This design comes from an exercise in tuning for small area, a short achievable clock period and few clock cycles per item on the open sky130 flow, not from production work.
The RTL was checked by simulation tests, not by an equivalence proof against the original design.

==> trial 33 <==
Design hijri_date_from_day_number, start of the top module:
module hijri_date_from_day_number (
  input  logic                clk,
  input  logic                rst,
  input  logic                cfg_valid,
  output logic                cfg_ready,
  input  logic [21:0]     epoch_day_number,
  input  logic                in_valid,
  output logic                in_stall,
  input  logic [21:0]     julian_day_number,
  output logic                out_valid,
  input  logic                out_stall,
  output logic [4:0]    hijri_day,
  output logic [3:0]  hijri_month,
  output logic [13:0]   hijri_year,
  output logic                leap_year_flag,
  output logic                status_code
);
==> flow/config.mk <==
export PLATFORM = sky130hd
export DESIGN_NAME = hijri_date_from_day_number
export DESIGN_NICKNAME = hijri_date_from_day_number
export VERILOG_FILES = /design/flow/design.v
export SDC_FILE = /design/flow/constraint.sdc
export NUM_CORES = 4
export LEC_CHECK = 0
export CAP_MARGIN = 20
export CORE_MARGIN = 2
export CORE_UTILIZATION = 55
export CTS_BUF_LIST = sky130_fd_sc_hd__clkbuf_4 sky130_fd_sc_hd__clkbuf_8
export SETUP_SLACK_MARGIN = 3.5
export SLEW_MARGIN = 20
==> flow/constraint.sdc <==
create_clock -name core_clock -period 7.5 [get_ports {clk}]
set_input_delay 1.5000 -clock core_clock [delete_from_list [all_inputs] [get_ports {clk}]]
set_output_delay 1.5000 -clock core_clock [all_outputs]
set_load 0.01 [all_outputs]
standard.sh (not shown) runs the stock make flow with config.mk's settings and CLKGATE_MAP_FILE= SYNTH_SCRIPT=/design/flow/synth_recipe.tcl, a recipe that flattens the netlist after the stock synthesis.
==> flow/flow/run.sh <==
#!/bin/bash
# Standard layout, with every port buffered by a buf_1 instead of the default
# buffer cell. Each tool's output goes to a log file in this folder.
set -e
cp standard.sh standard_sh.txt
export BUFFER_PORTS_ARGS="-buffer_cell sky130_fd_sc_hd__buf_1"
bash standard.sh > standard.log 2>&1
==> build 23: changes against trial 33 <==
--- a/flow/design.v
+++ b/flow/design.v
@@ -186,48 +186,48 @@
       s3_bi  <= bi;
       s3_c1  <= c1;
       s3_t   <= t;
       s3_c2f <= c2f;
       s3_y1  <= s2_q;
       s3_lp  <= lp;
     end
   end
-  logic [9:0]  zi;
-  logic        bb, fix, leap_y, leap_n, ovf;
-  logic [5:0]  dlo;
-  logic [4:0]  ge;
-  hijri_z4 u_z4 (.ai(s3_ai), .bi(s3_bi), .c1(s3_c1), .zi(zi));
+  logic [9:0]  zi, z2;
+  logic        fix, leap_y, leap_n, ovf;
+  logic [8:0]  doy;
+  hijri_z4 u_z4 (.ai(s3_ai), .bi(s3_bi), .c1(s3_c1), .t(s3_t), .c2f(s3_c2f), .zi(zi), .z2(z2));
+  logic        eqi, eq2;
+  logic [4:0]  gei, ge2, ge;
   always_comb begin
-    bb     = s3_t ^ s3_c2f ^ s3_c1;
-    fix    = (zi >= 10'd355) || (zi == 10'd354 && bb);
-    dlo    = fix ? zi[5:0] + 6'd29 + 6'(bb) : zi[5:0];
-    if (fix)
-      ge = {zi >= 10'd650 - 10'(bb), zi >= 10'd591 - 10'(bb), zi >= 10'd532 - 10'(bb),
-            zi >= 10'd473 - 10'(bb), zi >= 10'd414 - 10'(bb)};
-    else
-      ge = {zi >= 10'd295, zi >= 10'd236, zi >= 10'd177, zi >= 10'd118, zi >= 10'd59};
+    fix    = !z2[9];
+    doy    = fix ? z2[8:0] : zi[8:0];
+    eqi    = zi[8:0] == 9'd354;
+    eq2    = z2[8:0] == 9'd354;
+    gei    = {zi[8:0] >= 9'd295, zi[8:0] >= 9'd236, zi[8:0] >= 9'd177, zi[8:0] >= 9'd118, zi[8:0] >= 9'd59};
+    ge2    = {z2[8:0] >= 9'd295, z2[8:0] >= 9'd236, z2[8:0] >= 9'd177, z2[8:0] >= 9'd118, z2[8:0] >= 9'd59};
+    ge     = fix ? ge2 : gei;
     leap_y = fix ? s3_lp[1] : s3_lp[0];
     leap_n = fix ? s3_lp[2] : s3_lp[1];
-    ovf    = fix ? (!s3_lp[1] && zi == 10'd709 - 10'(bb)) : (!s3_lp[0] && zi == 10'd354);
+    ovf    = fix ? (!s3_lp[1] && eq2) : (!s3_lp[0] && eqi);
   end
   logic        s4_valid, s4_err, s4_ovf, s4_leap, s4_inc1, s4_inc2;
   logic [5:0]  s4_dlo;
   logic [4:0]  s4_ge;
   logic [13:0] s4_y1;
   always_ff @(posedge clk) begin
     if (rst)      s4_valid <= 1'b0;
     else if (adv) s4_valid <= s3_valid;
   end
   always_ff @(posedge clk) begin
     if (adv) begin
       s4_err  <= s3_err;
       s4_ovf  <= ovf;
       s4_leap <= ovf ? leap_n : leap_y;
-      s4_dlo  <= dlo;
+      s4_dlo  <= doy[5:0];
       s4_ge   <= ge;
       s4_y1   <= s3_y1;
       s4_inc1 <= fix ^ ovf;
       s4_inc2 <= fix & ovf;
     end
   end
   logic [2:0] m2;
   logic [5:0] r;
@@ -1249,21 +1249,24 @@
   wire zt_449 = zt_373 ^ zt_432;
   wire zt_450 = zt_375 ^ zt_435;
   assign ai = {zt_216, zt_213, zt_210, zt_207, zt_204, zt_201, zt_198, zt_195, zt_192, zt_189};
   assign bi = {zt_218, zt_215, zt_212, zt_209, zt_206, zt_203, zt_200, zt_197, zt_194, zt_191};
   assign c1 = {zt_309};
   assign t = {zt_351};
   assign c2f = {zt_438};
 endmodule
-module hijri_z4 (ai, bi, c1, zi);
+module hijri_z4 (ai, bi, c1, t, c2f, zi, z2);
   input [9:0] ai;
   input [9:0] bi;
   input c1;
+  input t;
+  input c2f;
   output [9:0] zi;
+  output [9:0] z2;
   wire zf_1 = ai[0] & bi[0];
   wire zf_2 = ai[1] & bi[1];
   wire zf_3 = ai[2] & bi[2];
   wire zf_4 = ai[3] & bi[3];
   wire zf_5 = ai[4] & bi[4];
   wire zf_6 = ai[5] & bi[5];
   wire zf_7 = ai[6] & bi[6];
   wire zf_8 = ai[7] & bi[7];
@@ -1331,10 +1334,114 @@
   wire zf_70 = zf_13 ^ zf_24;
   wire zf_71 = zf_14 ^ zf_39;
   wire zf_72 = zf_15 ^ zf_42;
   wire zf_73 = zf_16 ^ zf_51;
   wire zf_74 = zf_17 ^ zf_54;
   wire zf_75 = zf_18 ^ zf_57;
   wire zf_76 = zf_19 ^ zf_60;
   wire zf_77 = zf_20 ^ zf_63;
+  wire zf_78 = ai[0] ^ bi[0];
+  wire zf_79 = ~zf_78;
+  wire zf_80 = ai[0] | bi[0];
+  wire zf_81 = ai[1] ^ bi[1];
+  wire zf_82 = ai[1] & bi[1];
+  wire zf_83 = ai[2] ^ bi[2];
+  wire zf_84 = ~zf_83;
+  wire zf_85 = ai[2] | bi[2];
+  wire zf_86 = ai[3] ^ bi[3];
+  wire zf_87 = ~zf_86;
+  wire zf_88 = ai[3] | bi[3];
+  wire zf_89 = ai[4] ^ bi[4];
+  wire zf_90 = ~zf_89;
+  wire zf_91 = ai[4] | bi[4];
+  wire zf_92 = ai[5] ^ bi[5];
+  wire zf_93 = ai[5] & bi[5];
+  wire zf_94 = ai[6] ^ bi[6];
+  wire zf_95 = ai[6] & bi[6];
+  wire zf_96 = ai[7] ^ bi[7];
+  wire zf_97 = ~zf_96;
+  wire zf_98 = ai[7] | bi[7];
+  wire zf_99 = ai[8] ^ bi[8];
+  wire zf_100 = ai[8] & bi[8];
+  wire zf_101 = ai[9] ^ bi[9];
+  wire zf_102 = ~zf_101;
+  wire zf_103 = ai[9] | bi[9];
+  wire zf_104 = zf_79 & t;
+  wire zf_105 = zf_81 & zf_80;
+  wire zf_106 = zf_84 & zf_82;
+  wire zf_107 = zf_87 & zf_85;
+  wire zf_108 = zf_90 & zf_88;
+  wire zf_109 = zf_92 & zf_91;
+  wire zf_110 = zf_94 & zf_93;
+  wire zf_111 = zf_97 & zf_95;
+  wire zf_112 = zf_99 & zf_98;
+  wire zf_113 = zf_102 & zf_100;
+  wire zf_114 = zf_79 ^ t;
+  wire zf_115 = zf_81 ^ zf_80;
+  wire zf_116 = zf_84 ^ zf_82;
+  wire zf_117 = zf_87 ^ zf_85;
+  wire zf_118 = zf_90 ^ zf_88;
+  wire zf_119 = zf_92 ^ zf_91;
+  wire zf_120 = zf_94 ^ zf_93;
+  wire zf_121 = zf_97 ^ zf_95;
+  wire zf_122 = zf_99 ^ zf_98;
+  wire zf_123 = zf_102 ^ zf_100;
+  wire zf_124 = zf_114 & c2f;
+  wire zf_125 = zf_104 | zf_124;
+  wire zf_126 = zf_115 & zf_125;
+  wire zf_127 = zf_105 | zf_126;
+  wire zf_128 = zf_115 & zf_114;
+  wire zf_129 = zf_117 & zf_106;
+  wire zf_130 = zf_107 | zf_129;
+  wire zf_131 = zf_117 & zf_116;
+  wire zf_132 = zf_119 & zf_108;
+  wire zf_133 = zf_109 | zf_132;
+  wire zf_134 = zf_119 & zf_118;
+  wire zf_135 = zf_121 & zf_110;
+  wire zf_136 = zf_111 | zf_135;
+  wire zf_137 = zf_121 & zf_120;
+  wire zf_138 = zf_123 & zf_112;
+  wire zf_139 = zf_113 | zf_138;
+  wire zf_140 = zf_123 & zf_122;
+  wire zf_141 = zf_116 & zf_127;
+  wire zf_142 = zf_106 | zf_141;
+  wire zf_143 = zf_116 & zf_128;
+  wire zf_144 = zf_131 & zf_127;
+  wire zf_145 = zf_130 | zf_144;
+  wire zf_146 = zf_131 & zf_128;
+  wire zf_147 = zf_120 & zf_133;
+  wire zf_148 = zf_110 | zf_147;
+  wire zf_149 = zf_120 & zf_134;
+  wire zf_150 = zf_137 & zf_133;
+  wire zf_151 = zf_136 | zf_150;
+  wire zf_152 = zf_137 & zf_134;
+  wire zf_153 = zf_118 & zf_145;
+  wire zf_154 = zf_108 | zf_153;
+  wire zf_155 = zf_118 & zf_146;
+  wire zf_156 = zf_134 & zf_145;
+  wire zf_157 = zf_133 | zf_156;
+  wire zf_158 = zf_134 & zf_146;
+  wire zf_159 = zf_149 & zf_145;
+  wire zf_160 = zf_148 | zf_159;
+  wire zf_161 = zf_149 & zf_146;
+  wire zf_162 = zf_152 & zf_145;
+  wire zf_163 = zf_151 | zf_162;
+  wire zf_164 = zf_152 & zf_146;
+  wire zf_165 = zf_122 & zf_163;
+  wire zf_166 = zf_112 | zf_165;
+  wire zf_167 = zf_122 & zf_164;
+  wire zf_168 = zf_140 & zf_163;
+  wire zf_169 = zf_139 | zf_168;
+  wire zf_170 = zf_140 & zf_164;
+  wire zf_171 = zf_114 ^ c2f;
+  wire zf_172 = zf_115 ^ zf_125;
+  wire zf_173 = zf_116 ^ zf_127;
+  wire zf_174 = zf_117 ^ zf_142;
+  wire zf_175 = zf_118 ^ zf_145;
+  wire zf_176 = zf_119 ^ zf_154;
+  wire zf_177 = zf_120 ^ zf_157;
+  wire zf_178 = zf_121 ^ zf_160;
+  wire zf_179 = zf_122 ^ zf_163;
+  wire zf_180 = zf_123 ^ zf_166;
   assign zi = {zf_77, zf_76, zf_75, zf_74, zf_73, zf_72, zf_71, zf_70, zf_69, zf_68};
+  assign z2 = {zf_180, zf_179, zf_178, zf_177, zf_176, zf_175, zf_174, zf_173, zf_172, zf_171};
 endmodule
Settings changed: CORE_UTILIZATION 55 to 40.
==> results.txt <==
item                                                                    trial 33             build 23
Result of the run                               no timing/DRC/antenna violations  no timing/DRC/antenna violations
Placed cell count                                                           1486                 1640
Post-synthesis share of cell area spent on xor and xnor gates              5.36%                5.13%
Depth of the worst register-to-register path                                  15                   14
Worst hold endpoint                                            s2_d[4]$_DFFE_PN_  s4_y1[13]$_DFFE_PN_
Hold Startpoint                                                s1_d[4]$_DFFE_PN_  s3_y1[13]$_DFFE_PN_
Routed length on met1                                                   10600 um             10700 um
Post-synthesis cell count                                                   1138                 1175
Area of the core region                                              0.0226 mm^2          0.0317 mm^2
Detailed Route WL                                                       24200 um             24800 um
Final core utilization                                                     63.1%                46.4%
Vias                                                                        8102                 8421
Global placer's final weighted congestion                                  0.864                0.850
Setup slack of the most critical reg-to-reg path                         3.60 ns              3.58 ns
Syn_nets                                                                    1438                 1485
Category of the critical setup timing path                                in2out              reg2reg
Post-CTS setup buffer count                                                   19                   22
Synthesis-to-finish area growth                                            12.4%                13.7%
Fin crit share                                                             52.1%                52.3%
Testbench counts of trial 33, summed over its fixed seeds: cycles 16,040, items 16,000.
Testbench counts of build 23, summed over its fixed seeds: cycles 16,040, items 16,000.

==> afterwards: timing with drivers on the ports <==
How much do the figures lean on ideal ports? The routed layouts below were timed once more, with nothing changed but the port constraints.
Step 1, drivers: a clkbuf_16 drives clk and a buf_2 each remaining input, both assumed.
Step 2 times the ports against the registers' clock, not the clock port: input delays grow and output delays shrink by t, the midpoint of the rising clock arrivals with the driver on.
a / b / c = no drivers / after step 1 / after step 2; a / b = the first two.
run | shift t [ns] | setup slack, ns | pins driven straight from the clock port
trial 33 | 0.504 | 3.595 / 3.576 / 3.313 | 1
build 23 | 0.522 | 3.575 / 3.565 / 3.376 | 1
After both steps setup and hold are still met in every run listed. For trial 33, which loses most, drivers alone change the setup slack by -0.019 ns; drivers and shift together by -0.282 ns.
